This design comes from an exercise in tuning for a short achievable clock period and few clock cycles on the open sky130 flow, not from production work. Function was checked by simulation only, so behaviour that the tests miss may differ from the original.

==> inputs of try-fjord <==
// rv32i_core
module rv32i_core #(
    parameter logic [31:0] RESET_PC = 32'h0000_0000
) (
    input  logic        clk,
    input  logic        rst_n,
    output logic [31:0] imem_addr,
    input  logic [31:0] imem_rdata,
    output logic [31:0] dmem_addr,
    output logic        dmem_read,
    output logic        dmem_write,
    output logic [3:0]  dmem_byte_enable,
    output logic [31:0] dmem_wdata,
    input  logic [31:0] dmem_rdata
);
localparam [6:0] OP_LUI   = 7'b0110111;
localparam [6:0] OP_AUIPC = 7'b0010111;
localparam [6:0] OP_JAL   = 7'b1101111;
localparam [6:0] OP_JALR  = 7'b1100111;
localparam [6:0] OP_BR    = 7'b1100011;
localparam [6:0] OP_LOAD  = 7'b0000011;
localparam [6:0] OP_STORE = 7'b0100011;
localparam [6:0] OP_IMM   = 7'b0010011;
localparam [6:0] OP_REG   = 7'b0110011;
localparam [2:0] F3_ADD  = 3'b000;
localparam [2:0] F3_SLL  = 3'b001;
localparam [2:0] F3_SLT  = 3'b010;
localparam [2:0] F3_SLTU = 3'b011;
localparam [2:0] F3_XOR  = 3'b100;
localparam [2:0] F3_SR   = 3'b101;
localparam [2:0] F3_OR   = 3'b110;
localparam [2:0] F3_AND  = 3'b111;
localparam int R_ADD  = 0;
localparam int R_SLL  = 1;
localparam int R_SLT  = 2;
localparam int R_SLTU = 3;
localparam int R_XOR  = 4;
localparam int R_SR   = 5;
localparam int R_OR   = 6;
localparam int R_AND  = 7;
  ...
==> flow/config.mk <==
export PLATFORM = sky130hd
export DESIGN_NAME = rv32i_core
export DESIGN_NICKNAME = rv32i_core
export VERILOG_FILES = /design/flow/design.v
export SDC_FILE = /design/flow/constraint.sdc
export NUM_CORES = 4
export LEC_CHECK = 0
export CAP_MARGIN = 20
export CORE_MARGIN = 2
export CORE_UTILIZATION = 25
export PLACE_DENSITY = 0.4
export SLEW_MARGIN = 20
export TNS_END_PERCENT = 5
==> flow/constraint.sdc <==
create_clock -name core_clock -period 15.0 [get_ports {clk}]
set_input_delay 3.0000 -clock core_clock [delete_from_list [all_inputs] [get_ports {clk}]]
set_output_delay 3.0000 -clock core_clock [all_outputs]
set_load 0.01 [all_outputs]
standard.sh (not shown) runs the stock make flow with config.mk's settings and CLKGATE_MAP_FILE= SYNTH_SCRIPT=/design/flow/synth_recipe.tcl, a recipe that flattens the netlist after the stock synthesis.
==> flow/flow/run.sh <==
#!/bin/bash
set -euo pipefail
bash standard.sh SETUP_SLACK_MARGIN=7.5 finish > make_finish.log 2>&1
==> try-juniper: changes against try-fjord <==
--- a/flow/design.v
+++ b/flow/design.v
@@ -319,39 +319,46 @@
     assign tgt_f = pc_f + (ir[3] ? {{12{ir[31]}}, ir[19:12], ir[20], ir[30:21], 1'b0}
                                  : {{20{ir[31]}}, ir[7], ir[30:25], ir[11:8], 1'b0});
     logic [31:0] a_x, b_x, sd_x, pc4_x, tgt_x;
     logic [R_N-1:0] rsel_x;
     logic        sub_x, sra_x;
     logic [2:0]  f3_x;
     logic        we_x, ld_x, st_x, br_x, jal_x, jalr_x;
+    logic        jro_x, redir_x, squash;
+    logic [31:0] jt_x;
+    logic [31:0] sum;
+    assign squash = rst_n & jro_x;
     always_ff @(posedge clk) begin
         pc4_x <= pc4_f;
-        we_x <= we_f;
-        ld_x <= is_load;
-        st_x <= is_store;
-        br_x <= is_br;
-        jal_x <= is_jal;
-        jalr_x <= is_jalr;
+        we_x <= we_f & ~squash;
+        ld_x <= is_load & ~squash;
+        st_x <= is_store & ~squash;
+        br_x <= is_br & ~squash;
+        jal_x <= is_jal & ~squash;
+        jalr_x <= is_jalr & ~squash & (ir[31:20] == 12'd0);
+        jro_x <= is_jalr & ~squash & (ir[31:20] != 12'd0);
+        redir_x <= rst_n & jro_x;
+        jt_x <= {sum[31:1], 1'b0};
     end
     always_ff @(posedge clk) begin
         a_x <= a_zero ? 32'd0 : a_pc ? pc_f : rs1_val;
         b_x <= b_rs2 ? rs2_val : imm_f;
         case (ir[13:12])
             2'b00:   sd_x <= {4{rs2_val[7:0]}};
             2'b01:   sd_x <= {2{rs2_val[15:0]}};
             default: sd_x <= rs2_val;
         endcase
-        tgt_x <= tgt_f;
+        tgt_x <= is_jalr ? {rs1_val[31:1], 1'b0} : tgt_f;
         rsel_x <= rsel_f;
         sub_x <= sub_f;
         sra_x <= sra_f;
         f3_x <= ir[14:12];
         rd_x <= ir[11:7];
     end
-    logic [31:0] sum, alu_f;
+    logic [31:0] alu_f;
     logic        eq, lt, ltu, taken;
     logic [1:0]  ofs;
     logic [31:0] ld_sh, ld_val;
     cmp cmp_i (
         .a   (a_x),
         .b   (b_x),
         .eq  (eq),
@@ -377,18 +384,18 @@
             3'b101:  taken = ~lt;
             3'b110:  taken = ltu;
             3'b111:  taken = ~ltu;
             default: taken = 1'b0;
         endcase
     end
     always_comb begin
-        if (!rst_n)                      imem_addr = RESET_PC;
-        else if (jal_x | (br_x & taken)) imem_addr = tgt_x;
-        else if (jalr_x)                 imem_addr = {sum[31:1], 1'b0};
-        else                             imem_addr = pc4_x;
+        if (!rst_n)                               imem_addr = RESET_PC;
+        else if (redir_x)                         imem_addr = jt_x;
+        else if (jal_x | jalr_x | (br_x & taken)) imem_addr = tgt_x;
+        else                                      imem_addr = pc4_x;
     end
     assign ofs = sum[1:0];
     assign dmem_addr = {sum[31:2], 2'b00};
     assign dmem_read = ld_x;
     assign dmem_write = st_x & rst_n;
     assign dmem_wdata = sd_x;
     always_comb begin
==> flow/flow/run.sh (replaced) <==
#!/bin/bash
set -euo pipefail
bash standard.sh SETUP_SLACK_MARGIN=8 finish > make_finish.log 2>&1
==> impl_metrics.tcl <==
set metrics [dict create \
    crit_path_max_incr_delay_ps 590 \
    min_period_ps 7720 \
    status "no timing/DRC/antenna violations" \
    p_seq_share_pct 42.3 \
    fin_ws_ps 7280 \
    grt_max_degree 55 \
    use_met2_pct 47.8 \
    n_tap_cell 3402 \
    synth_xor_area_share_pct 1.34 \
    cts_resized 407 \
    netlist_area_um2 64900 \
    start_util_pct 25.1 \
    synthMuxAreaShare_pct 3.45 \
    cts_sinks 1211 \
]
[end of results for try-juniper]
==> impl_metrics.tcl <==
set metrics [dict create \
    fin_ws_ps 6810 \
    grt_max_degree 71 \
    netlist_area_um2 64300 \
    use_met2_pct 48.9 \
    crit_path_max_incr_delay_ps 1200 \
    cts_resized 305 \
    status "no timing/DRC/antenna violations" \
    synth_xor_area_share_pct 1.25 \
    p_seq_share_pct 41.8 \
    n_tap_cell 3384 \
]
[end of results for try-fjord]
Testbench counts of try-fjord, summed over its fixed seeds: cycles 68,537.
Testbench counts of try-juniper, summed over its fixed seeds: cycles 68,537.

-- separate check: timing with driven ports --
The results above use ideal ports. As a check the final layouts listed here were re-extracted and re-timed, cells and wires unchanged.
Step 1 assumes that a clkbuf_16 drives the clock port and a buf_2 every other input.
Step 2 moves the port delays by t, midway between the first and last clock arrival at a register: inputs arrive t later, outputs are due t later. That takes back most of the time a late clock gives input paths.
a / b / c = ideal ports / drivers / drivers and shift; a / b = the first two.
run | t, ns | setup WS [ns] | slew at the worst register clock pin (ns) | pins driven straight from the clock port
try-fjord | 0.921 | 6.812 / 6.885 / 5.964 | 0.07 / 0.07 | 1
try-juniper | 0.939 | 7.276 / 7.176 / 6.606 | 0.07 / 0.07 | 1
After both steps every run listed still meets setup and hold. For try-fjord, which loses most, drivers alone change the setup slack by +0.073 ns; drivers and shift together by -0.848 ns.
